This is an optimization exercise on Yosys and OpenROAD, whose aim is small area, a short achievable clock period and few clock cycles per item, not a production implementation.
At most, simulation tests tie the RTL to the original design; equivalence was not proved.
For runs 1 to 3, only the layout was checked, not whether the RTL still works.

==> design.v <==
module muldiv_seq (
   input  logic        clk,
   input  logic        rst,
   input  logic        start_i,
   input  logic [2:0]  op_i,
   input  logic [31:0] rs1_i,
   input  logic [31:0] rs2_i,
   input  logic        flush_i,
   output logic        stall_o,
   output logic        busy_o,
   output logic        done_o,
   output logic [31:0] result_o
);
   logic        busy_q, done_q;
   logic        accept, run, last, fast;
   assign accept = ~busy_q & start_i & ~flush_i;
   assign run    = busy_q & ~done_q;
   always_ff @(posedge clk or negedge rst) begin
      if (!rst) begin
         busy_q <= 1'b0;
         done_q <= 1'b0;
      end else if (!busy_q) begin
         busy_q <= accept;
         done_q <= accept & fast;
      end else if (done_q || flush_i) begin
         busy_q <= 1'b0;
         done_q <= 1'b0;
      end else begin
         done_q <= last;
      end
   end
   assign stall_o = rst & (accept | run);
   assign busy_o  = busy_q;
   assign done_o  = done_q;
   function automatic logic [5:0] bitlen(input logic [31:0] x);
      logic [5:0] n;
      n = '0;
      for (int i = 0; i < 32; i++) if (x[i]) n = i + 1;
      bitlen = n;
   endfunction
   logic        is_mul, sa, sb, an, bn, b_zero, swap;
   logic [31:0] a_x, b_x;
   logic [5:0]  la, lb, na, nb, na_est;
   logic [6:0]  dq;         
   logic        m_short;    
   logic        m_tiny;     
   logic        m_extra;    
   assign is_mul  = ~op_i[2];
   assign sa      = is_mul ? (op_i[1:0] != 2'b11) : ~op_i[0];
   assign sb      = is_mul ? ~op_i[1] : ~op_i[0];
   assign an      = sa & rs1_i[31];
   assign bn      = sb & rs2_i[31];
   assign a_x     = rs1_i ^ {32{rs1_i[31]}};
   assign b_x     = rs2_i ^ {32{rs2_i[31]}};
   assign la      = bitlen(a_x);
   assign lb      = bitlen(b_x);
   assign na      = (rs1_i[31] & ~sa) ? 6'd32 : la;
   assign nb      = (rs2_i[31] & ~sb) ? 6'd32 : lb;
   assign b_zero  = (rs2_i == '0);
   assign swap    = (na < nb);                    
   assign m_short = ((a_x[30:15] == '0) & (sa | ~rs1_i[31])) | ((b_x[30:15] == '0) & (sb | ~rs2_i[31]));
   assign m_tiny  = ((a_x[30:7] == '0) & (sa | ~rs1_i[31])) | ((b_x[30:7] == '0) & (sb | ~rs2_i[31]));
   assign m_extra = rs1_i[31] & ~sa & rs2_i[31] & ~sb;
   assign na_est  = na + {5'd0, an};              
   assign dq      = {1'b0, na_est} - {1'b0, nb};  
   assign fast    = ~is_mul & (b_zero | dq[6]);
   logic [33:0] hi;
   logic [31:0] lo;
   logic [32:0] v;          
   logic        ylast;
   logic [2:0]  ng_q;       
   logic [1:0]  ns_q;       
   logic [1:0]  j8_q;       
   logic        j4_q;       
   logic        short_q;    
   logic        tiny_q;     
   logic        x_q;        
   logic        neg_q;      
   logic        fix_q;      
   logic        mul_q, bneg_q, rem_q;
   logic        res_hi_q, res_one_q, res_zero_q;
   logic st_norm, st_j8, st_j4, st_x, st_neg, st_fix, st_any;
   logic x_now_q, fix_now_q;
   assign st_neg = neg_q;
   assign st_fix = fix_now_q;
   assign st_x   = x_now_q;
   assign st_any = neg_q | fix_now_q | x_now_q;
   always_comb begin
      st_norm = 1'b0; st_j8 = 1'b0; st_j4 = 1'b0;
      if (!st_any) begin
         if (mul_q) begin
            st_norm = 1'b1;
         end else begin
            if (j8_q != 0)      st_j8   = 1'b1;
            else if (j4_q)      st_j4   = 1'b1;
            else                st_norm = 1'b1;
         end
      end
   end
   logic norm_end;
   assign norm_end = st_norm & (ng_q == 3'd0) & (ns_q == 2'd3);
   assign last     = st_x | st_fix | (norm_end & ~x_q & ~fix_q);
   logic [31:0] res_pre;
   assign res_pre = res_hi_q ? hi[31:0] : lo;
   logic [36:0] v_ext;
   assign v_ext = {{4{v[32]}}, v};
   function automatic logic [2:0] booth(input logic b1, input logic b0, input logic bl);
      booth = {b0 ^ bl, (b1 & ~b0 & ~bl) | (~b1 & b0 & bl), b1};
   endfunction
   logic        a_one, a_two, a_neg, b_one, b_two, b_neg;
   logic [2:0]  bda_ld, bdb_ld, bda_nx, bdb_nx;
   logic [3:0]  mlo;
   assign mlo    = swap ? rs1_i[3:0] : rs2_i[3:0];
   assign bda_ld = booth(mlo[1], mlo[0], 1'b0);
   assign bdb_ld = booth(mlo[3], mlo[2], mlo[1]);
   assign bda_nx = booth(~(norm_end & x_q) & lo[5], ~(norm_end & x_q) & lo[4], lo[3]);
   assign bdb_nx = booth(~(norm_end & x_q) & lo[7], ~(norm_end & x_q) & lo[6], ~(norm_end & x_q) & lo[5]);
   logic [36:0] pa, pb, pc, cs_s, cs_c;
   assign pa   = {{3{hi[33]}}, hi};
   assign pb   = (({37{a_one}} & v_ext) | ({37{a_two}} & {v_ext[35:0], 1'b0})) ^ {37{a_neg}};
   assign pc   = {(({35{b_one}} & v_ext[34:0]) | ({35{b_two}} & {v_ext[33:0], 1'b0})) ^ {35{b_neg}},
                  b_neg, b_neg};
   assign cs_s = pa ^ pb ^ pc;
   assign cs_c = {(pa[35:0] & pb[35:0]) | (pa[35:0] & pc[35:0]) | (pb[35:0] & pc[35:0]), a_neg};
   logic        div_x, ya_res;
   logic [36:0] dx, dy;
   assign ya_res = st_neg | st_fix;
   assign div_x  = ~ya_res;
   assign dx     = {4'd0, {32{div_x}} & hi[31:0], div_x & lo[31]};
   assign dy     = ya_res ? {5'd0, res_pre} ^ {37{1'b1}} : v_ext ^ {37{~bneg_q}};
   logic [36:0] add_x, add_y, sum;
   logic        cin;
   assign add_x = mul_q ? cs_s : dx;
   assign add_y = mul_q ? cs_c : dy;
   assign cin   = mul_q ? b_neg : (ya_res | ~bneg_q);
   assign sum   = add_x + add_y + {36'd0, cin};
   logic        ge;
   logic [31:0] r;
   assign ge = ~sum[36];
   assign r  = ge ? sum[31:0] : {hi[30:0], lo[31]};
   always_ff @(posedge clk) begin
      if (!busy_q) begin
         hi      <= '0;
         lo      <= (is_mul & ~swap) ? rs2_i : rs1_i;
         if (is_mul & ~swap) v <= {sa & rs1_i[31], rs1_i};
         else                v <= {sb & rs2_i[31], rs2_i};
         ylast   <= 1'b0;
         mul_q   <= is_mul;
         bneg_q  <= bn;
         rem_q   <= op_i[1];
         {a_one, a_two, a_neg} <= bda_ld;
         {b_one, b_two, b_neg} <= bdb_ld;
         if (is_mul) begin
            ng_q  <= {2'b00, ~m_short};           
            ns_q  <= {m_tiny, 1'b0};              
            x_q   <= m_extra;
            j8_q  <= 2'd0;
            j4_q  <= 1'b0;
         end else begin
            ng_q  <= dq[5] ? 3'd7 : dq[4:2];
            ns_q  <= 2'd0;
            x_q   <= 1'b0;
            j8_q  <= dq[5] ? 2'd0 : ~dq[4:3];
            j4_q  <= ~dq[5] & ~dq[2];
         end
         neg_q      <= ~is_mul & an;
         x_now_q    <= 1'b0;
         fix_now_q  <= 1'b0;
         fix_q      <= ~is_mul & (op_i[1] ? an : (an ^ bn));
         res_hi_q   <= is_mul ? (op_i[1:0] != 2'b00) : (op_i[1] & ~fast & ~an);
         short_q    <= is_mul & m_short & ~m_tiny;
         tiny_q     <= is_mul & m_tiny;
         res_one_q  <= ~is_mul & ~op_i[1] & b_zero;
         res_zero_q <= ~is_mul & ~op_i[1] & ~b_zero & dq[6];
      end else begin
         if (st_norm) begin
            if (mul_q) begin
               hi    <= {sum[36], sum[36:4]};
               lo    <= {sum[3:0], lo[31:4]};
               ylast <= lo[3];
               {a_one, a_two, a_neg} <= bda_nx;
               {b_one, b_two, b_neg} <= bdb_nx;
            end else begin
               hi    <= {2'b00, r};
               lo    <= {lo[30:0], ge};
            end
            ns_q      <= ns_q + 2'd1;
            if (ns_q == 2'd3) ng_q <= ng_q - 3'd1;
            x_now_q   <= norm_end & x_q;
            fix_now_q <= norm_end & fix_q;
         end else if (st_j8) begin
            hi   <= {2'b00, hi[23:0], lo[31:24]};
            lo   <= {lo[23:0], 8'd0};
            j8_q <= j8_q - 2'd1;
         end else if (st_j4) begin
            hi   <= {2'b00, hi[27:0], lo[31:28]};
            lo   <= {lo[27:0], 4'd0};
            j4_q <= 1'b0;
         end else begin     
            hi        <= st_neg ? 34'd0 : sum[33:0];
            lo        <= sum[31:0];
            res_hi_q  <= ~st_neg | rem_q;
            neg_q     <= 1'b0;
            fix_q     <= fix_q & st_neg;
            x_q       <= 1'b0;
            x_now_q   <= 1'b0;
            fix_now_q <= 1'b0;
         end
      end
   end
   logic [31:0] res_short, res_tiny;
   assign res_short = res_hi_q ? {{14{hi[33]}}, hi[33:16]} : {hi[15:0], lo[31:16]};
   assign res_tiny  = res_hi_q ? {{22{hi[33]}}, hi[33:24]} : {hi[23:0], lo[31:24]};
   assign result_o  = res_one_q ? 32'hFFFF_FFFF : (res_zero_q ? 32'd0 :
                      (short_q ? res_short : (tiny_q ? res_tiny : res_pre)));
endmodule
==> run.sh <==
#!/bin/bash
# synth_recipe.tcl (not shown) runs the flow's synth.tcl, then flattens the netlist and writes it again
# the make line also repeats each setting of config.mk as NAME=value (left out here)
make -C /OpenROAD-flow-scripts/flow DESIGN_CONFIG=/design/flow/config.mk WORK_HOME=/design/flow/orfs CLKGATE_MAP_FILE= SYNTH_SCRIPT=/design/flow/synth_recipe.tcl finish
==> config.mk <==
export PLATFORM = sky130hd
export DESIGN_NAME = muldiv_seq
export DESIGN_NICKNAME = muldiv_seq
export VERILOG_FILES = /design/flow/design.v
export SDC_FILE = /design/flow/constraint.sdc
export NUM_CORES = 4
export LEC_CHECK = 0
export CAP_MARGIN = 20
export CORE_MARGIN = 2
export CORE_UTILIZATION = 40
export SETUP_SLACK_MARGIN = 5
export SLEW_MARGIN = 20
==> constraint.sdc <==
create_clock -name core_clock -period 11.0 [get_ports {clk}]
set_input_delay 2.2000 -clock core_clock [delete_from_list [all_inputs] [get_ports {clk}]]
set_output_delay 2.2000 -clock core_clock [all_outputs]
set_load 0.01 [all_outputs]
==> notes.md, run 1 <==
- Status: timing/DRC/antenna clean
- GR Util met1: 43.51%
- Endpoints failing hold: 0
- Initial DRT Pass Iterations: 8
- Clock sink total: 128
- Slew margin rel.: 22.32%
- Post-route clock period utilization: 53.72%
- Full die area: 42,250 µm²
- Post-layout min period: 5.909 ns
- Critical Path Source Type: primary input
- Via count: 17,500
- H-tree lvl count: 4
- Fillers: 3,921
- Skew final: 0.01053 ns
- Clock transition at path regs: 0.06 ns
- CTS tree: yes
- Sequential fraction of the synthesis area: 19.40%
- Final hold slack: 0.5638 ns
- Crit path cell chain: clkdlybuf4s50_1 > and3_1 > nand3_1 > a21boi_0 > a21oi_1 > o21ai_0 > a21oi_2 > ha_1 > a21o_1 > a21o_1 > a221oi_4 > buf_12 > o22a_4 > buf_12 > mux2_1
- Primary FF master, synth: dfxtp_1
- Post-route antenna net violation count: 0
- Min-delay worst type: reg -> reg
- Root Buffer: clkbuf_16
- Drt initial violations: 2,188
- Largest net degree at the start of global routing: 178
- Hold_buf cts: 0
- CP max-delay cell: clkdlybuf4s50_1
- Vias in the first global route: 16,250
- Initial Util: 40.71%
- Post-synth top cells: nand2_1, nor2_1, o21ai_0
- Library cells used by synthesis: 89
- Met3 GRT Util: 3.595%
- Crit-path leading delay family: compound AO/OA/AOI/OAI gates
- CP Class: in -> reg
- RSZ-0062 raised after global routing: no
- Post-Syn Area: 16,250 µm²
- Wirelength per Cell: 24.85 µm
- Total of max-cap violations: 0
- Area contributors post-synth: edfxtp_1, dfxtp_1, mux2i_1
- First-pass GRT wire length: 100,100 µm
- Chip width: 205.6 µm
- Global-route usage over all layers: 30.90%
- Core footprint: 39,910 µm²
- Async set or reset register ratio after synthesis: 1.563%
- GP Congestion: 0.9737
- YS warnings: 1
- Kind of end point of the critical path: flip-flop
- Num CTS Buffers: 17
- Mean Syn Cell Area: 7.640 µm²
- Final global-route overflow total: 0
- Share of cells above drive strength 1: 7.714%
- Die Y: 205.6 µm
- Clk latency of the worst-skew pair: 0.43 ns
- Finish-stage setup viols: 0
- ANT cells: 0
- Buf/Inv on CP: 3
- Leading area contributor after synthesis: edfxtp_1
- FP Rows: 73
- Global-route met2 utilization: 47.33%
- Area growth, synth to finish: 14.37%
- Post-synth EDFFs: 58
- Synth Register Bits: 128
- DRC: 0
- Fin. max-slew vios: 0
- Max Clk Rate: 169.2 MHz
- Sum Neg Setup Slack: 0 ns
- Final WL: 66,200 µm
- IO Pins: 106
- Nets: 2,287
- Cell count after synthesis: 2,127
- PortBufs: 105
- Most common cell in the netlist: nand2_1
- Required @ worst endpoint: 11.17 ns
- Critical Path AT: 6.08 ns
- Most Used Layer, Global Route: met2
- Vias per inst: 6.568
- Initial antenna violation count: 0
- DP HPWL: 48,570 µm
- Top cell type's share of synthesized area: 10.72%
- Pin slew with the least headroom to its limit: 1.147 ns
- CP max stage delay: 0.61 ns
- Worst Path Max Fanout: 10
- Post-synthesis net count: 2,288
- Clock Tree Buf Depth: 2
worst register-to-register path, delay by kind of cell (launching register included):
kind                       cells  cell delay (ns)
buffers and inverters          2             0.87
adders and majority gates      3             1.39
AOI/OAI and AO/OA              8             1.88
DFF                            1             0.32
xor gates and xnor gates       2             0.43
muxes                          1             0.41
and+or+nand+nor                2             0.32
flip-flops by register name (all words and copies together), names as in the netlist, 2 cells and up:
register  cells
lo           32
v            33
j8_q          2
ng_q          3
hi           34
ns_q          2
cell usage in the layout, fill, tap and decap left out, types with 26 or more instances in the layout:
| cell type | instances |
|---|---|
| o21ai_0 | 160 |
| nand2_1 | 253 |
| mux2_2 | 33 |
| a21oi_1 | 135 |
| nand2b_1 | 34 |
| fa_1 | 38 |
| nand3_1 | 45 |
| clkdlybuf4s50_1 | 94 |
| edfxtp_1 | 58 |
| o211ai_1 | 36 |
| xor2_1 | 39 |
| ha_1 | 52 |
| dfxtp_1 | 68 |
| buf_4 | 34 |
| xnor2_1 | 97 |
| nor2_1 | 160 |
| o21bai_1 | 39 |
| nor3_1 | 26 |
| mux2i_1 | 111 |
| inv_1 | 72 |
| a22oi_1 | 71 |
worst paths after layout:
check,slack (ns),to,depth (start not counted),startpoint
max reg2reg,5.27,hi[19],18,a_neg
min reg2reg,0.56,ns_q[0],1,ns_q[0]
min in group asynchronous,1.95,done_q,1,rst
max in group asynchronous,8.90,busy_q,1,rst
min,0.56,ns_q[0],1,ns_q[0]
max,5.09,v[21],15,rs1_i[15]
per-layer routing:
metal,up-vias,routed length [µm],share of wire [%]
li1,7841,-,-
met5,-,0,0
met2,1097,29060,44
met3,169,6501,9.8
met4,0,2855,4.3
met1,8389,27790,42
repair_timing:
| item | in CTS | in global routing |
|---|---|---|
| endpoints found under the setup margin | 84 | 101 |
| buffers inserted | 7 | 4 |
| pin swaps | 11 | 10 |
| endpoints found under the hold margin | 0 | 0 |
| cloned | 4 | 1 |
| resized for setup | 21 | 35 |
cell type report:
| cell class | count | area, µm² | area share (%) |
|---|---|---|---|
| tap | 525 | 656.9 | 3.535 |
| inverter | 76 | 286.5 | 1.542 |
| multi-input combinational | 1753 | 12350 | 66.48 |
| clock inverter | 11 | 140.1 | 0.7541 |
| sequential | 128 | 3154 | 16.97 |
| clock buffer | 21 | 450.4 | 2.424 |
| timing repair buffer | 150 | 1541 | 8.295 |
logic make-up after synthesis:
family	after synthesis	share of synthesized area (%)
muxes	167	10.96
and+or+nand+nor	624	17.25
buffers and inverters	249	5.883
AOI/OAI and AO/OA	731	30.26
DFF	128	19.40
adders and majority gates	90	8.686
xor gates and xnor gates	138	7.554
stage by stage:
step,cell area (µm²),util (%),worst slack (ns),std cells
2_1_floorplan,16250,-,5.045,2127
3_3_place_gp,17560,44.00,3.760,2616
3_5_place_dp,17570,44.01,3.732,2616
4_1_cts,18380,46.05,5.015,2659
5_1_grt,18580,46.56,4.986,2664
6_report,18580,46.56,5.091,2664
==> run 2, diff against run 1 <==
--- a/config.mk
+++ b/config.mk
@@ -6,7 +6,10 @@
 export NUM_CORES = 4
 export LEC_CHECK = 0
 export CAP_MARGIN = 20
+export CELL_PAD_IN_SITES_DETAIL_PLACEMENT = 1
+export CELL_PAD_IN_SITES_GLOBAL_PLACEMENT = 1
 export CORE_MARGIN = 2
 export CORE_UTILIZATION = 40
+export PLACE_DENSITY = 0.5
 export SETUP_SLACK_MARGIN = 5
 export SLEW_MARGIN = 20
==> run 2 against run 1 <==
Compared with the run above:
- still clean on timing, DRC and antenna
- worst hold slack improved by 0.017 ns
- cell area rose by 0.34%
- flip-flop and latch count stayed put
- worst setup slack gained 0.037 ns
- via count decreased by 0.30%
- wire length rose by 12%
- utilization is 0.16 points higher
- non-clock buffer count increased by 8
- clock skew is 0.0034 ns higher
- register-to-register slack worse by 0.03 ns
- highest routed layer unchanged
==> notes.md, run 2 <==
- Status: timing/DRC/antenna clean
- Vias in the first global route: 17,200 (+5.9%)
- First-pass GRT wire length: 110,400 µm (+10%)
- Clk latency of the worst-skew pair: 0.44 ns (about the same)
- Initial DRT Pass Iterations: 6 (-2)
- Max Clk Rate: 170.3 MHz (+0.63%)
- Fillers: 4,872 (+24%)
- Mean Syn Cell Area: 7.640 µm² (unchanged)
- Multi-input gate area: 12,340 µm² (-0.13%)
- Initial antenna violation count: 2 (+2)
- YS warnings: 1 (unchanged)
- Buf/Inv on CP: 2 (-1)
- Cell mode on critical path: a21o_1
- Crit-path leading delay family: compound AO/OA/AOI/OAI gates
- Endpoints failing hold: 0 (unchanged)
- FP Rows: 73 (unchanged)
- Skew final: 0.01394 ns (+0.003410 ns)
- Final global-route overflow total: 0 (unchanged)
- Critical Path Source Type: primary input
- Worst path depth: 15 (unchanged)
- RSZ-0062 raised after global routing: yes
- Top cell type's share of synthesized area: 10.72% (unchanged)
- GP Congestion: 0.9086 (-6.7%)
- Worst r2r path cells: 18 (unchanged)
- CP max-delay cell: clkdlybuf4s50_1
- Post-route clock period utilization: 53.39% (-0.33 points)
- Fin util: 46.72% (+0.16 points)
- Post-synthesis net count: 2,288 (unchanged)
- Num CTS Buffers: 17 (unchanged)
- H-tree lvl count: 4 (unchanged)
- Vias per inst: 6.533 (-0.52%)
- Area growth, synth to finish: 14.76%
- Crit path cell chain: clkdlybuf4s50_1 > and3_1 > nand3_1 > a21boi_1 > a21oi_1 > o21ai_0 > a21oi_2 > ha_1 > a21o_1 > a21o_1 > a221oi_2 > o22a_4 > buf_16 > mux2_1 > a211o_1
- Core footprint: 39,910 µm² (unchanged)
- Hold_buf cts: 0 (unchanged)
- Area contributors post-synth: edfxtp_1, dfxtp_1, mux2i_1
- Hold Path Cell Cnt: 1 (unchanged)
- Share of cells above drive strength 1: 8.442% (+0.73 points)
- Sum Neg Setup Slack: 0 ns (unchanged)
- Max FFs per register: 34 (unchanged)
- Post-route antenna net violation count: 0 (unchanged)
- IO Pins: 106 (unchanged)
- Global-route usage over all layers: 34.72% (+3.8 points)
- Fin. max-slew vios: 0 (unchanged)
- DRC: 0 (unchanged)
- Initial Util: 40.71% (unchanged)
- Pin slew with the least headroom to its limit: 1.199 ns (+0.05188 ns)
- Final instance area: 18,650 µm² (+0.34%)
- Drt initial violations: 1,958 (-11%)
- Library cells used by synthesis: 89 (unchanged)
- CP max stage delay: 0.59 ns (-0.02 ns)
- Primary FF master, synth: dfxtp_1
- Post-Syn Area: 16,250 µm² (unchanged)
- CTS tree: yes
- Kind of end point of the critical path: flip-flop
- Wirelength per Cell: 27.76 µm (+12%)
- DP HPWL: 55,170 µm (+14%)
- Leading area contributor after synthesis: edfxtp_1
- Most common cell in the netlist: nand2_1
- Clock sink total: 128 (unchanged)
- Worst Path Max Fanout: 8 (-2)
- Post-synth EDFFs: 58 (unchanged)
- Nets: 2,292 (+0.22%)
- Total of max-cap violations: 0 (unchanged)
- Chip width: 205.6 µm (unchanged)
- Clock Tree Buf Depth: 2 (unchanged)
- Post-synth top cells: nand2_1, nor2_1, o21ai_0
- Largest net degree at the start of global routing: 87 (-51%)
- Via count: 17,440 (-0.30%)
- Post-layout min period: 5.873 ns (-0.03679 ns)
- Largest registers: hi x34, v x33, lo x32
- Placed instance area: 17,560 µm² (about the same)
- Async set or reset register ratio after synthesis: 1.563% (unchanged)
- Most frequent cells in the layout: nand2_1, nor2_1, o21ai_0
- Min-delay worst type: reg -> reg
- Final WL: 74,110 µm (+12%)
- Full die area: 42,250 µm² (unchanged)
- Critical Path AT: 6.19 ns (+0.11 ns)
- Root Buffer: clkbuf_16
- CP Class: in -> reg
- Largest Register: hi
- Slew margin rel.: 19.34% (-3.0 points)
- Register Area: 3154 µm² (unchanged)
- Sequential fraction of the synthesis area: 19.40% (unchanged)
- Final hold slack: 0.5806 ns (+0.01678 ns)
- Required @ worst endpoint: 11.32 ns (+0.15 ns)
- Finish-stage setup viols: 0 (unchanged)
- Synth Register Bits: 128 (unchanged)
- Cell count after synthesis: 2,127 (unchanged)
- Commonest non-fill, non-tap cell in the layout: nand2_1
- PortBufs: 105 (unchanged)
- Die Y: 205.6 µm (unchanged)
- Clock transition at path regs: 0.07 ns (about the same)
-- run 2: cell counts after synthesis --
No cell type changed its count.
-- run 2: layer usage --
layer	track usage (%)	vias to the layer above	routed length, µm
li1	-	7858	-
met1	47.36	8741	32100
met2	56.45	717	34280
met3	3.104	128	4563
met4	13.98	0	3165
met5	0	-	0
-- run 2: path summary, 6_finish.rpt --
| kind | slack [ns] | startpoint | endpoint |
|---|---|---|---|
| max in group asynchronous | 8.89 | rst | busy_q |
| min in group asynchronous | 1.94 | rst | done_q |
| worst min-delay path | 0.58 | fix_q | fix_now_q |
| worst min register to register | 0.58 | fix_q | fix_now_q |
| worst max-delay path | 5.13 | rs1_i[15] | lo[30] |
| worst max register to register | 5.24 | neg_q | hi[19] |
-- run 2: timing repair --
action	4_1_cts	5_1_grt
pin swaps	9	16
setup endpoints to repair	97	97
gates resized for setup	36	52
cloned	3	2
setup buffers	8	7
-- run 2: logic make-up after synthesis --
| logic type | count (synthesis) | share of synthesized area (%) |
|---|---|---|
| flops | 128 | 19.40 |
| simple gates | 624 | 17.25 |
| buf+inv | 249 | 5.883 |
| fa+ha+maj | 90 | 8.686 |
| compound gates | 731 | 30.26 |
| mux | 167 | 10.96 |
| xor+xnor | 138 | 7.554 |
-- run 2: layout make-up --
| type | instances | share of cell area, % |
|---|---|---|
| clock inverters | 15 | 0.6911 |
| diodes | 1 | 0.01342 |
| clock buffers | 17 | 2.281 |
| flip-flops and latches | 128 | 16.91 |
| repair buffers | 158 | 8.857 |
| inverters | 76 | 1.557 |
| multi-input cells | 1750 | 66.16 |
| well taps | 525 | 3.523 |
-- run 2: per-stage QoR --
stage	worst slack (ns)	cells
floorplan	5.045	2127
global placement	3.600	2617
detailed placement	3.526	2617
CTS	4.985	2660
global route	4.952	2669
finish	5.127	2670
==> run 3, diff against run 2 <==
--- a/design.v
+++ b/design.v
@@ -33,15 +33,37 @@
    assign busy_o  = busy_q;
    assign done_o  = done_q;
    function automatic logic [5:0] bitlen(input logic [31:0] x);
-      logic [5:0] n;
-      n = '0;
-      for (int i = 0; i < 32; i++) if (x[i]) n = i + 1;
-      bitlen = n;
+      logic [15:0] v1, p1;
+      logic [7:0]  v2;
+      logic [15:0] p2;
+      logic [3:0]  v3;
+      logic [11:0] p3;
+      logic [1:0]  v4;
+      logic [7:0]  p4;
+      logic [4:0]  p5;
+      for (int i = 0; i < 16; i++) begin
+         v1[i] = x[2*i+1] | x[2*i];
+         p1[i] = x[2*i+1];
+      end
+      for (int i = 0; i < 8; i++) begin
+         v2[i]      = v1[2*i+1] | v1[2*i];
+         p2[2*i+:2] = {v1[2*i+1], v1[2*i+1] ? p1[2*i+1] : p1[2*i]};
+      end
+      for (int i = 0; i < 4; i++) begin
+         v3[i]      = v2[2*i+1] | v2[2*i];
+         p3[3*i+:3] = {v2[2*i+1], v2[2*i+1] ? p2[4*i+2+:2] : p2[4*i+:2]};
+      end
+      for (int i = 0; i < 2; i++) begin
+         v4[i]      = v3[2*i+1] | v3[2*i];
+         p4[4*i+:4] = {v3[2*i+1], v3[2*i+1] ? p3[6*i+3+:3] : p3[6*i+:3]};
+      end
+      p5     = {v4[1], v4[1] ? p4[7:4] : p4[3:0]};
+      bitlen = (v4[1] | v4[0]) ? {1'b0, p5} + 6'd1 : 6'd0;
    endfunction
    logic        is_mul, sa, sb, an, bn, b_zero, swap;
-   logic [31:0] a_x, b_x;
-   logic [5:0]  la, lb, na, nb, na_est;
-   logic [6:0]  dq;         
+   logic [31:0] a_x, b_x, a_e;
+   logic [5:0]  na, nb;
+   logic        a_short, b_short, a_tiny, b_tiny;
    logic        m_short;    
    logic        m_tiny;     
    logic        m_extra;    
@@ -52,18 +74,23 @@
    assign bn      = sb & rs2_i[31];
    assign a_x     = rs1_i ^ {32{rs1_i[31]}};
    assign b_x     = rs2_i ^ {32{rs2_i[31]}};
-   assign la      = bitlen(a_x);
-   assign lb      = bitlen(b_x);
-   assign na      = (rs1_i[31] & ~sa) ? 6'd32 : la;
-   assign nb      = (rs2_i[31] & ~sb) ? 6'd32 : lb;
+   assign a_e     = an ? {a_x[30:0], 1'b1} : a_x;
+   assign na      = (rs1_i[31] & ~sa) ? 6'd32 : bitlen(a_e);
+   assign nb      = (rs2_i[31] & ~sb) ? 6'd32 : bitlen(b_x);
    assign b_zero  = (rs2_i == '0);
-   assign swap    = (na < nb);                    
-   assign m_short = ((a_x[30:15] == '0) & (sa | ~rs1_i[31])) | ((b_x[30:15] == '0) & (sb | ~rs2_i[31]));
-   assign m_tiny  = ((a_x[30:7] == '0) & (sa | ~rs1_i[31])) | ((b_x[30:7] == '0) & (sb | ~rs2_i[31]));
-   assign m_extra = rs1_i[31] & ~sa & rs2_i[31] & ~sb;
-   assign na_est  = na + {5'd0, an};              
-   assign dq      = {1'b0, na_est} - {1'b0, nb};  
-   assign fast    = ~is_mul & (b_zero | dq[6]);
+   assign swap    = na < nb;
+   assign fast    = ~is_mul & (b_zero | swap);
+   assign a_short = (a_x[30:15] == '0) & (sa | ~rs1_i[31]);
+   assign b_short = (b_x[30:15] == '0) & (sb | ~rs2_i[31]);
+   assign a_tiny  = (a_x[30:7] == '0) & (sa | ~rs1_i[31]);
+   assign b_tiny  = (b_x[30:7] == '0) & (sb | ~rs2_i[31]);
+   assign m_short = swap ? a_short : b_short;
+   assign m_tiny  = swap ? a_tiny : b_tiny;
+   assign m_extra = swap ? (rs1_i[31] & ~sa) : (rs2_i[31] & ~sb);
+   logic [5:0]  na_q, nb_q;
+   logic        prep_q;
+   logic [6:0]  dq;         
+   assign dq      = {1'b0, na_q} - {1'b0, nb_q};
    logic [33:0] hi;
    logic [31:0] lo;
    logic [32:0] v;          
@@ -84,7 +111,7 @@
    assign st_neg = neg_q;
    assign st_fix = fix_now_q;
    assign st_x   = x_now_q;
-   assign st_any = neg_q | fix_now_q | x_now_q;
+   assign st_any = neg_q | fix_now_q | x_now_q | prep_q;
    always_comb begin
       st_norm = 1'b0; st_j8 = 1'b0; st_j4 = 1'b0;
       if (!st_any) begin
@@ -157,13 +184,13 @@
             j8_q  <= 2'd0;
             j4_q  <= 1'b0;
          end else begin
-            ng_q  <= dq[5] ? 3'd7 : dq[4:2];
             ns_q  <= 2'd0;
             x_q   <= 1'b0;
-            j8_q  <= dq[5] ? 2'd0 : ~dq[4:3];
-            j4_q  <= ~dq[5] & ~dq[2];
          end
          neg_q      <= ~is_mul & an;
+         prep_q     <= ~is_mul;
+         na_q       <= na;
+         nb_q       <= nb;
          x_now_q    <= 1'b0;
          fix_now_q  <= 1'b0;
          fix_q      <= ~is_mul & (op_i[1] ? an : (an ^ bn));
@@ -171,8 +198,14 @@
          short_q    <= is_mul & m_short & ~m_tiny;
          tiny_q     <= is_mul & m_tiny;
          res_one_q  <= ~is_mul & ~op_i[1] & b_zero;
-         res_zero_q <= ~is_mul & ~op_i[1] & ~b_zero & dq[6];
+         res_zero_q <= ~is_mul & ~op_i[1] & ~b_zero & swap;
       end else begin
+         if (prep_q) begin
+            prep_q <= 1'b0;
+            ng_q   <= dq[5] ? 3'd7 : dq[4:2];
+            j8_q   <= dq[5] ? 2'd0 : ~dq[4:3];
+            j4_q   <= ~dq[5] & ~dq[2];
+         end
          if (st_norm) begin
             if (mul_q) begin
                hi    <= {sum[36], sum[36:4]};
@@ -196,6 +229,9 @@
             hi   <= {2'b00, hi[27:0], lo[31:28]};
             lo   <= {lo[27:0], 4'd0};
             j4_q <= 1'b0;
+         end else if (prep_q & ~neg_q) begin
+            hi <= '0;
+            lo <= rs1_i;
          end else begin     
             hi        <= st_neg ? 34'd0 : sum[33:0];
             lo        <= sum[31:0];
==> flow/run.sh (new file) <==
#!/bin/bash
set -euo pipefail
export BUFFER_PORTS_ARGS="-buffer_cell sky130_fd_sc_hd__buf_1"
bash standard.sh > standard_flow.log 2>&1
==> standard.sh (new file) <==
#!/bin/bash
# synth_recipe.tcl (not shown) runs the flow's synth.tcl, then flattens the netlist and writes it again
# the make line also repeats each setting of config.mk as NAME=value (left out here)
make -C /OpenROAD-flow-scripts/flow DESIGN_CONFIG=/design/flow/config.mk WORK_HOME=/design/flow/orfs CLKGATE_MAP_FILE= SYNTH_SCRIPT=/design/flow/synth_recipe.tcl "${@:-finish}"
removed: run.sh
==> run 3 against run 2 <==
Compared with the run above:
- still clean
- clock skew decreased by 0.0042 ns
- via count rose by 9.9%
- register-to-register slack worse by 0.11 ns
- global-route usage is 4.0 points higher
- cell area rose by 9.4%
- die area grew 7.1%
- critical endpoint is now lo[23]
- highest routed layer unchanged
==> notes.md, run 3 <==
- Status: timing/DRC/antenna clean
- PortBufs: 105 (unchanged)
- Clock sink total: 141 (+10%)
- Chip width: 212.7 µm (+3.5%)
- Final global-route overflow total: 0 (unchanged)
- Full die area: 45,260 µm² (+7.1%)
- Area contributors post-synth: edfxtp_1, dfxtp_1, mux2i_1
- Post-Syn Area: 17,430 µm² (+7.3%)
- Finish-stage setup viols: 0 (unchanged)
- Initial antenna violation count: 4 (+2)
- GP Congestion: 0.9781 (+7.6%)
- Final WL: 88,250 µm (+19%)
- First-pass GRT wire length: 128,600 µm (+16%)
- RSZ-0062 raised after global routing: yes
- Initial DRT Pass Iterations: 6 (unchanged)
- Initial Util: 40.46% (-0.25 points)
- Max Clk Rate: 157.1 MHz (-7.7%)
- Post-synth EDFFs: 70 (+21%)
- Die Y: 212.7 µm (+3.5%)
- Required @ worst endpoint: 11.34 ns (+0.02 ns)
- DP HPWL: 63,730 µm (+16%)
- Clock transition at path regs: 0.07 ns (about the same)
- Leading area contributor after synthesis: edfxtp_1
- Post-synth top cells: nand2_1, a21oi_1, nor2_1
- Most common cell in the netlist: nand2_1
- IO Pins: 106 (unchanged)
- Synth Register Bits: 141 (+10%)
- DRC: 0 (unchanged)
- Post-synthesis net count: 2,434 (+6.4%)
- Num CTS Buffers: 17 (unchanged)
- Most frequent cells in the layout: nand2_1, a21oi_1, nor2_1
- Library cells used by synthesis: 93 (+4.5%)
- Primary FF master, synth: edfxtp_1
- Fin cells: 2,916 (+9.2%)
- Critical Path AT: 6.71 ns (+0.52 ns)
- Root Buffer: clkbuf_16
- Fillers: 5,273 (+8.2%)
- Slew margin rel.: 21.28% (+1.9 points)
- Pin slew with the least headroom to its limit: 1.174 ns (-0.02516 ns)
- DP Cell Count: 2,803 (+7.1%)
- Core footprint: 43,080 µm² (+7.9%)
- Via count: 19,170 (+9.9%)
- Endpoints failing hold: 0 (unchanged)
- Sum Neg Setup Slack: 0 ns (unchanged)
- Critical Path Source Type: primary input
- H-tree lvl count: 4 (unchanged)
- Max FFs per register: 34 (unchanged)
- Worst Path Max Fanout: 10 (+2)
- Min-delay worst type: reg -> reg
- Mean Syn Cell Area: 7.664 µm² (+0.32%)
- Commonest non-fill, non-tap cell in the layout: nand2_1
- Clk latency of the worst-skew pair: 0.46 ns (+0.02 ns)
- Post-route antenna net violation count: 0 (unchanged)
- Post-route clock period utilization: 57.86% (+4.5 points)
- CTS tree: yes
- Wirelength per Cell: 30.26 µm (+9.0%)
- Hold_buf cts: 0 (unchanged)
- Clock Tree Buf Depth: 2 (unchanged)
- Area growth, synth to finish: 17.10%
- Fin. max-slew vios: 0 (unchanged)
- Drt initial violations: 2,050 (+4.7%)
- Share of cells above drive strength 1: 15.60% (+7.2 points)
- Vias per inst: 6.574 (+0.62%)
- Cell count after synthesis: 2,274 (+6.9%)
- Largest Register: hi
- Vias in the first global route: 19,230 (+12%)
- YS warnings: 1 (unchanged)
- Top cell type's share of synthesized area: 12.06% (+1.3 points)
- Global-route usage over all layers: 38.70% (+4.0 points)
- Kind of end point of the critical path: flip-flop
- Sequential fraction of the synthesis area: 20.27% (+0.87 points)
- Async set or reset register ratio after synthesis: 1.418% (-0.14 points)
- Nets: 2,474 (+7.9%)
- Post-layout min period: 6.364 ns (+0.4914 ns)
- Skew final: 0.009760 ns (-0.004177 ns)
- Total of max-cap violations: 0 (unchanged)
- FP Rows: 76 (+4.1%)
- CP Class: in -> reg
- Largest registers: hi x34, v x33, lo x32
- Largest net degree at the start of global routing: 99 (+14%)
==> run 3: routing by layer <==
metal	vias to the layer above	part of all wire, %	global-route usage, %
met4	0	6.4	20.91
met5	-	0	0
met2	916	45	61.70
li1	8456	-	-
met1	9561	40	49.68
met3	236	8.0	7.030
==> run 3: through the flow <==
stage	utilization [%]	hold slack, ns	cell area (µm²)	setup slack, ns
global placement	42.01	0.4605	18090	2.780
global route	47.35	0.5328	20400	4.583
detailed placement	42.01	0.4765	18090	2.628
floorplan	-	0.4584	17510	4.585
finish	47.38	0.4979	20410	4.636
CTS	46.07	0.4911	19850	4.775
==> run 3: final timing paths <==
check / from / endpoint / slack (ns) / depth (start not counted)
setup / recovery: rs1_i[11] / lo[23] / 4.64 / 21
hold / removal: done_q / busy_q / 0.50 / 1
setup reg to reg: b_neg / lo[31] / 5.13 / 16
hold reg to reg: done_q / busy_q / 0.50 / 1
max in group asynchronous: rst / busy_q / 9.30 / 1
min in group asynchronous: rst / busy_q / 1.53 / 1
==> run 3: worst max-delay path, cell delays in order <==
cell,delay [ns]
buf_1,0.62
nand2_1,0.24
a32oi_2,0.29
buf_4,0.16
nand2b_4,0.07
nor3_4,0.28
o31ai_4,0.13
ha_4,0.20
xnor2_1,0.13
nor2_1,0.29
ha_4,0.20
and4_4,0.25
nand2_4,0.06
a311oi_4,0.24
o311ai_4,0.17
a31oi_4,0.24
buf_12,0.16
buf_12,0.14
mux2i_2,0.23
nor2_1,0.06
or3_1,0.32
==> run 3: cell families after synthesis <==
| logic type | synth area share (%) |
|---|---|
| xor+xnor | 7.581 |
| compound gates | 30.51 |
| flops | 20.27 |
| mux | 9.541 |
| buf+inv | 6.662 |
| fa+ha+maj | 8.026 |
| simple gates | 17.40 |
==> run 3: what timing repair did <==
action                                  4_1_cts  5_1_grt
gates cloned                                  8        0
pin swaps                                    37       41
endpoints found under the setup margin       80      113
gates resized for setup                     156       78
setup buffers                                45       23
endpoints found under the hold margin         0        0
==> run 3: cell type report <==
type	count	area [µm²]	share of cell area, %
antenna	4	10.01	0.04905
clock buffer	17	425.4	2.084
clock inverter	15	220.2	1.079
inverter	88	334.1	1.637
multi-input combinational	1850	13430	65.78
sequential	141	3537	17.33
tap	585	732.0	3.587
timing repair buffer	216	1724	8.448
==> run 4, diff against run 3 <==
--- a/design.v
+++ b/design.v
@@ -151,8 +151,7 @@
    assign cs_c = {(pa[35:0] & pb[35:0]) | (pa[35:0] & pc[35:0]) | (pb[35:0] & pc[35:0]), a_neg};
    logic        div_x, ya_res;
    logic [36:0] dx, dy;
-   assign ya_res = st_neg | st_fix;
-   assign div_x  = ~ya_res;
+   assign div_x  = ~ya_res;       
    assign dx     = {4'd0, {32{div_x}} & hi[31:0], div_x & lo[31]};
    assign dy     = ya_res ? {5'd0, res_pre} ^ {37{1'b1}} : v_ext ^ {37{~bneg_q}};
    logic [36:0] add_x, add_y, sum;
@@ -188,6 +187,7 @@
             x_q   <= 1'b0;
          end
          neg_q      <= ~is_mul & an;
+         ya_res     <= ~is_mul & an;
          prep_q     <= ~is_mul;
          na_q       <= na;
          nb_q       <= nb;
@@ -200,6 +200,7 @@
          res_one_q  <= ~is_mul & ~op_i[1] & b_zero;
          res_zero_q <= ~is_mul & ~op_i[1] & ~b_zero & swap;
       end else begin
+         ya_res <= norm_end & fix_q;
          if (prep_q) begin
             prep_q <= 1'b0;
             ng_q   <= dq[5] ? 3'd7 : dq[4:2];
==> run.sh (new file) <==
#!/bin/bash
# synth_recipe.tcl (not shown) runs the flow's synth.tcl, then flattens the netlist and writes it again
# the make line also repeats each setting of config.mk as NAME=value (left out here)
make -C /OpenROAD-flow-scripts/flow DESIGN_CONFIG=/design/flow/config.mk WORK_HOME=/design/flow/orfs CLKGATE_MAP_FILE= SYNTH_SCRIPT=/design/flow/synth_recipe.tcl finish
--- a/config.mk
+++ b/config.mk
@@ -5,6 +5,7 @@
 export SDC_FILE = /design/flow/constraint.sdc
 export NUM_CORES = 4
 export LEC_CHECK = 0
+export ABC_AREA = 1
 export CAP_MARGIN = 20
 export CELL_PAD_IN_SITES_DETAIL_PLACEMENT = 1
 export CELL_PAD_IN_SITES_GLOBAL_PLACEMENT = 1
removed: flow/run.sh
removed: standard.sh
==> run 4 against run 3 <==
Compared with the run above:
- still clean on timing, DRC and antenna
- non-clock buffer count down 55
- global-route usage rose by 0.72 points
- cell area fell by 3.2%
- die area shrank 1.7%
- via count grew 6.8%
- synthesized cell count rose by 19%
- maximum frequency rose by 7.4%
- critical path type is now reg -> out
- critical endpoint is now result_o[19]
- largest cell class unchanged
==> notes.md, run 4 <==
- Clock transition at path regs: 0.07 ns (about the same)
- Drt initial violations: 2,018 (-1.6%)
- H-tree lvl count: 4 (unchanged)
- Worst r2r path cells: 20 (+4)
- Hold Path Cell Cnt: 2 (+1)
- Sum Neg Setup Slack: 0 ns (unchanged)
- Post-layout min period: 5.924 ns (-0.4401 ns)
- Total of max-cap violations: 0 (unchanged)
- Fin. max-slew vios: 0 (unchanged)
- ANT cells: 0 (-4)
- Critical Path AT: 3.72 ns (-2.99 ns)
- Fin util: 46.86% (-0.51 points)
- Commonest non-fill, non-tap cell in the layout: nand2_1
- Largest net degree at the start of global routing: 75 (-24%)
- Kind of end point of the critical path: output pin
- Pin slew with the least headroom to its limit: 1.251 ns (+0.07742 ns)
- CP max-delay cell: edfxtp_1
- Primary FF master, synth: edfxtp_1
- Wirelength per Cell: 26.93 µm (-11%)
- Largest Register: hi
- Post-synth top cells: nand2_1, o21ai_0, inv_1
- Crit path cell chain: buf_6 > nand2_1 > nand2_2 > nor2_1 > a21oi_1 > o221ai_1 > nand2_1 > clkdlybuf4s50_1
- Final WL: 88,080 µm (-0.19%)
- Async set or reset register ratio after synthesis: 1.408% (-0.010 points)
- Synth Register Bits: 142 (+0.71%)
- Finish-stage setup viols: 0 (unchanged)
- Final global-route overflow total: 0 (unchanged)
- GP Congestion: 1.027 (+5.0%)
- Post-Syn Area: 17,120 µm² (-1.7%)
- DP HPWL: 66,470 µm (+4.3%)
- Min-delay worst type: reg -> reg
- Library cells used by synthesis: 55 (-41%)
- Largest registers: hi x34, v x33, lo x32
- Post-synth EDFFs: 70 (unchanged)
- Worst Path Max Fanout: 74 (+64)
- Final hold slack: 0.4882 ns (-0.009676 ns)
- Initial antenna violation count: 0 (-4)
- Clock Tree Buf Depth: 2 (unchanged)
- Nets: 2,879 (+16%)
- YS warnings: 1 (unchanged)
- Die Y: 210.9 µm (-0.86%)
- Root Buffer: clkbuf_16
- Required @ worst endpoint: 8.80 ns (-2.54 ns)
- Status: timing/DRC/antenna clean
- Top cell type's share of synthesized area: 13.68% (+1.6 points)
- Hold_buf cts: 0 (unchanged)
- Critical Path Source Type: flip-flop
- Chip width: 210.9 µm (-0.86%)
- IO Pins: 106 (unchanged)
- DRC: 0 (unchanged)
- Cell mode on critical path: nand2_1
- Buf/Inv on CP: 2 (-2)
- Num CTS Buffers: 17 (unchanged)
- Crit-path leading delay family: buffers and inverters
- Most frequent cells in the layout: nand2_1, o21ai_0, inv_1
- Cell count after synthesis: 2,704 (+19%)
- Endpoints failing hold: 0 (unchanged)
- Initial DRT Pass Iterations: 6 (unchanged)
- Vias per inst: 6.260 (-4.8%)
- Leading area contributor after synthesis: nand2_1
- Max Clk Rate: 168.8 MHz (+7.4%)
- Area contributors post-synth: nand2_1, edfxtp_1, o21ai_0
- Area growth, synth to finish: 15.31%
- CP max stage delay: 0.63 ns (about the same)
- Full die area: 44,480 µm² (-1.7%)
- Mean Syn Cell Area: 6.333 µm² (-17%)
- First-pass GRT wire length: 130,000 µm (+1.1%)
- Worst path depth: 8 (-62%)
- Skew final: 0.01711 ns (+0.007351 ns)
- PortBufs: 105 (unchanged)
- Clock sink total: 142 (+0.71%)
- Vias in the first global route: 20,380 (+5.9%)
- Global-route usage over all layers: 39.42% (+0.72 points)
- Post-route clock period utilization: 53.85% (-4.0 points)
- RSZ-0062 raised after global routing: yes
- Sequential fraction of the synthesis area: 20.75% (+0.48 points)
- FP Rows: 75 (-1.3%)
- Initial Util: 40.64% (+0.18 points)
- Post-route antenna net violation count: 0 (unchanged)
- Most common cell in the netlist: nand2_1
- Core footprint: 42,130 µm² (-2.2%)
- CTS tree: yes
- Slew margin rel.: 15.71% (-5.6 points)
- Max FFs per register: 34 (unchanged)
- Via count: 20,480 (+6.8%)
- Share of cells above drive strength 1: 6.735% (-8.9 points)
- Clk latency of the worst-skew pair: 0.48 ns (+0.02 ns)
- CP Class: reg -> out
- Post-synthesis net count: 2,864 (+18%)
[run 4: layer usage]
metal,share of wire (%),up-vias,track usage (%)
met3,8.3,245,7.984
met4,6.7,0,23.68
met1,40,10030,49.55
met5,0,-,0
met2,45,997,62.47
li1,-,9207,-
[run 4: tightest hold or removal path, delay by kind of cell (launching register included)]
kind               cells  cell delay [ns]
AOI/OAI and AO/OA      1             0.06
DFF                    1             0.32
and+or+nand+nor        1             0.06
[run 4: cell families (layout without fill, tap and decap cells)]
kind of cell | Yosys count | count (layout) | synth area share (%)
flops | 142 | 142 | 20.75
buf+inv | 485 | 508 | 11.18
compound gates | 872 | 873 | 29.47
simple gates | 970 | 974 | 22.97
xor+xnor | 146 | 146 | 7.467
fa+ha+maj | 89 | 89 | 8.169
[run 4: through the flow]
stage | instances | instance area [µm²] | setup WS, ns
after global placement | 3209 | 18370 | 2.695
final | 3271 | 19750 | 5.076
after floorplan | 2704 | 17130 | 5.169
after detailed placement | 3209 | 18370 | 2.418
after global routing | 3271 | 19750 | 4.946
after CTS | 3265 | 19460 | 5.007
[run 4: area by class of cell]
| class | count | area, µm² |
|---|---|---|
| clock buffer | 18 | 429.2 |
| clock inverter | 14 | 206.4 |
| tap | 539 | 674.4 |
| timing repair buffer | 161 | 1634 |
| multi-input combinational | 2082 | 12060 |
| sequential | 142 | 3555 |
| inverter | 315 | 1191 |
| fill | 5558 | 22390 |
[run 4: repair_timing]
item	4_1_cts	5_1_grt
setup buffers	17	5
gates cloned	7	1
setup endpoints to repair	130	107
pin swaps	6	10
resized for setup	78	62
[run 4: final timing paths]
path / slack [ns] / startpoint / to
worst max-delay path: 5.08 / res_hi_q / result_o[19]
worst min-delay path: 0.49 / fix_now_q / fix_now_q
worst max register to register: 5.30 / b_one / hi[21]
worst min register to register: 0.49 / fix_now_q / fix_now_q
max in group asynchronous: 8.96 / rst / busy_q
min in group asynchronous: 1.89 / rst / done_q
Testbench counts of run 4, summed over its fixed seeds: cycles 21,988, items 2,400.
==> run 5, diff against run 4 <==
--- a/config.mk
+++ b/config.mk
@@ -5,7 +5,6 @@
 export SDC_FILE = /design/flow/constraint.sdc
 export NUM_CORES = 4
 export LEC_CHECK = 0
-export ABC_AREA = 1
 export CAP_MARGIN = 20
 export CELL_PAD_IN_SITES_DETAIL_PLACEMENT = 1
 export CELL_PAD_IN_SITES_GLOBAL_PLACEMENT = 1
==> run 5 against run 4 <==
Compared with the run above:
- still clean
- maximum frequency down 8.9%
- flip-flop and latch count unchanged
- via count down 5.3%
- largest cell class unchanged
- highest routed layer is now met5
==> notes.md, run 5 <==
- Status: timing/DRC/antenna clean
- Post-Synth XOR/XNOR Area: 7.327% (-0.14 points)
- Initial antenna violation count: 2 (+2)
- Most frequent cells in the layout: nand2_1, o21ai_0, a21oi_1
- Min-Delay Startpoint: x_now_q
- Sequential fraction of the synthesis area: 20.36% (-0.39 points)
- Largest Register: hi
- Total of max-cap violations: 0 (unchanged)
- Largest family of logic cells by synthesized area: compound AO/OA/AOI/OAI gates
- Skew final: 0.01960 ns (+0.002490 ns)
- Post-route antenna net violation count: 0 (unchanged)
- Fillers: 5,222 (-6.0%)
- Most Used Layer, Global Route: met2
- Critical Path AT: 6.70 ns (+2.98 ns)
- ANT cells: 0 (unchanged)
- CTS tree: yes
- Buf/Inv on CP: 5 (+3)
- Via count: 19,400 (-5.3%)
- CP max stage delay: 0.50 ns (-0.13 ns)
- Endpoints failing hold: 0 (unchanged)
- Leading area contributor after synthesis: edfxtp_1
- CP max-delay cell: or3_1
- Clock transition at path regs: 0.07 ns (about the same)
- Full die area: 45,320 µm² (+1.9%)
- Critical Path Source Type: primary input
- Required @ worst endpoint: 11.20 ns (+2.40 ns)
- Hold_buf cts: 0 (unchanged)
- Final hold slack: 0.4921 ns (+0.003895 ns)
- Post-route clock period utilization: 59.09% (+5.2 points)
- Mean Syn Cell Area: 7.614 µm² (+20%)
- Final global-route overflow total: 0 (unchanged)
- Post-synthesis adder-cell area fraction: 8.015% (-0.15 points)
- Wirelength per Cell: 30.56 µm (+14%)
- PortBufs: 105 (unchanged)
- Min-delay worst type: reg -> reg
- Post-synth EDFFs: 70 (unchanged)
- Commonest non-fill, non-tap cell in the layout: nand2_1
- FP Rows: 76 (+1.3%)
- Vias per inst: 6.660 (+6.4%)
- Simple-Gate Fraction of Synth Area: 16.63% (-6.3 points)
- Reg2reg start: a_neg
- Synth Register Bits: 142 (unchanged)
- Worst Path Max Fanout: 10 (-86%)
- Finish-stage setup viols: 0 (unchanged)
- Chip width: 212.9 µm (+0.93%)
- Cell count after synthesis: 2,292 (-15%)
- Library cells used by synthesis: 92 (+67%)
- Crit-path leading delay family: compound AO/OA/AOI/OAI gates
- Complex-gate fraction of the synthesized area: 32.29% (+2.8 points)
- Drt initial violations: 2,049 (+1.5%)
- Kind of end point of the critical path: flip-flop
- Post-synth top cells: nand2_1, o21ai_0, a21oi_1
- H-tree lvl count: 4 (unchanged)
- Final WL: 89,030 µm (+1.1%)
- Pin slew with the least headroom to its limit: 1.193 ns (-0.05840 ns)
- Max FFs per register: 34 (unchanged)
- Global-route usage over all layers: 38.43% (-0.98 points)
- GR Util met1: 50.02% (+0.47 points)
- Multiplexer area fraction after synthesis: 8.639% (+8.6 points)
- GP Congestion: 0.9370 (-8.8%)
- Hold EP: x_now_q
- Clock sink total: 142 (unchanged)
- CP Class: in -> reg
- Post-Syn Area: 17,450 µm² (+1.9%)
- Initial DRT Pass Iterations: 6 (unchanged)
- RSZ-0062 raised after global routing: yes
- Max Clk Rate: 153.9 MHz (-8.9%)
- Worst r2r path cells: 15 (-25%)
- Post-synthesis net count: 2,452 (-14%)
- Area growth, synth to finish: 17.92%
- Initial Util: 40.51% (-0.13 points)
- Root Buffer: clkbuf_16
- Crit path cell chain: clkdlybuf4s15_2 > or3_1 > o32ai_2 > o221ai_2 > o31a_1 > inv_2 > ha_4 > nand2_1 > nor2_1 > nor2_1 > a211oi_2 > ha_4 > nor2b_1 > o21ai_1 > o211ai_1 > a21o_1 > a22oi_2 > buf_6 > buf_4 > clkbuf_16 > mux2_2
- Largest registers: hi x34, v x33, lo x32
- Num CTS Buffers: 17 (unchanged)
- Nets: 2,475 (-14%)
- Met3 GRT Util: 5.045% (-2.9 points)
- Sum Neg Setup Slack: 0 ns (unchanged)
- Core footprint: 43,080 µm² (+2.2%)
- First-pass GRT wire length: 128,400 µm (-1.3%)
- Largest net degree at the start of global routing: 127 (+69%)
- Post-layout min period: 6.499 ns (+0.5754 ns)
- IO Pins: 106 (unchanged)
- Worst path depth: 21 (+13)
- R2r setup slk: 5.13 ns (-0.17 ns)
- Global-route met2 utilization: 61.10% (-1.4 points)
- Most common cell in the netlist: nand2_1
- Top cell type's share of synthesized area: 12.04% (-1.6 points)
- Clock Tree Buf Depth: 2 (unchanged)
- DP HPWL: 64,150 µm (-3.5%)
- Clk latency of the worst-skew pair: 0.45 ns (-0.03 ns)
- Fin. max-slew vios: 0 (unchanged)
- Primary FF master, synth: edfxtp_1
- Vias in the first global route: 18,960 (-6.9%)
- YS warnings: 1 (unchanged)
- Reg2reg end: lo[31]
- Area contributors post-synth: edfxtp_1, dfxtp_1, o21ai_0
- Share of cells above drive strength 1: 15.42% (+8.7 points)
- Die Y: 212.9 µm (+0.93%)
- Slew margin rel.: 18.21% (+2.5 points)
- Async set or reset register ratio after synthesis: 1.408% (unchanged)
- DRC: 0 (unchanged)
- Hold Path Cell Cnt: 2 (unchanged)
==> run 5: cell types whose count changed after synthesis, sizes merged, moves of 44 or more <==
cell    change
nand2     -404
inv       -219
o21ai     -150
mux2i      +85
o22ai      -85
a22oi      +63
mux2       +58
xnor2      +45
xor2       -45
clkbuf     +44
nand3      -44
==> run 5: repair_timing <==
action                                  4_1_cts  5_1_grt
endpoints found under the setup margin       79      108
cloned                                        8        2
setup buffers                                46       14
pin swaps                                    36       17
resized for setup                           299       53
==> run 5: per-stage QoR <==
step | cells | instance area, µm² | util [%] | worst slack (ns)
floorplan | 2292 | 17590 | - | 4.520
global placement | 2811 | 18750 | 43.54 | 2.138
detailed placement | 2811 | 18760 | 43.55 | 2.123
CTS | 2897 | 20350 | 47.24 | 4.663
global route | 2913 | 20580 | 47.77 | 4.418
finish | 2913 | 20580 | 47.77 | 4.501
==> run 5: layout make-up <==
cell class	instances	area, µm²	area share [%]
tap	585	732.0	3.557
multi-input combinational	1852	13310	64.66
inverter	95	362.8	1.763
clock buffer	18	429.2	2.085
sequential	142	3556	17.28
clock inverter	14	111.4	0.5411
timing repair buffer	207	2081	10.11
==> run 5: worst register-to-register path, delay by kind of cell, from the launching register on <==
kind,cells,cell delay (ns)
xor+xnor,2,0.86
buf+inv,1,0.53
fa+ha+maj,2,0.76
simple gates,2,0.31
flops,1,0.33
mux,1,0.14
compound gates,7,2.79
==> run 5: worst max path at each step <==
| stage | start | endpoint |
|---|---|---|
| global placement | op_i[2] | v[14] |
| floorplan | rs2_i[31] | v[21] |
| global route | rs1_i[11] | lo[5] |
| CTS | rs2_i[9] | lo[26] |
| detailed placement | op_i[2] | v[3] |
| finish | rs1_i[11] | v[25] |
==> run 5: cells by family after synthesis <==
kind of cell    count (synthesis)
compound gates                847
fa+ha+maj                      89
mux                           143
buf+inv                       299
flops                         142
xor+xnor                      146
simple gates                  626
==> run 5: layer usage <==
| layer | routed length, µm | vias to the layer above |
|---|---|---|
| met5 | 40 | - |
| met2 | 40470 | 956 |
| met4 | 5711 | 2 |
| li1 | - | 8485 |
| met3 | 6107 | 214 |
| met1 | 36700 | 9744 |

==> re-timing with driven ports <==
The results above use ideal ports. As a check the final layouts listed here were re-extracted and re-timed, cells and wires unchanged. Step 1 sets driving cells, clkbuf_16 on the clock port and buf_2 on the other inputs (assumed; they add their load-dependent delay and slew). Step 2, shift: input delay + t, output delay - t, t = (earliest + latest rising clock arrival at the registers) / 2. This alone moves slack from input paths to output paths. a / b / c = ideal ports / drivers / drivers and shift; a / b = the first two.
run	t (ns)	setup WS [ns]	slew at the worst register clock pin (ns)	worst data-port slew with drivers (ns)
run 1	0.474	5.091 / 5.110 / 4.636	0.06 / 0.06	0.05
run 2	0.479	5.127 / 5.157 / 4.678	0.07 / 0.07	0.04
run 3	0.515	4.636 / 4.668 / 4.153	0.08 / 0.08	0.14
run 4	0.524	5.076 / 5.020 / 4.598	0.07 / 0.07	0.05
run 5	0.497	4.501 / 4.528 / 4.031	0.08 / 0.08	0.07
After both steps setup and hold are still met in every run listed. For run 3, which loses most, drivers alone change the setup slack by +0.032 ns; drivers and shift together by -0.483 ns.
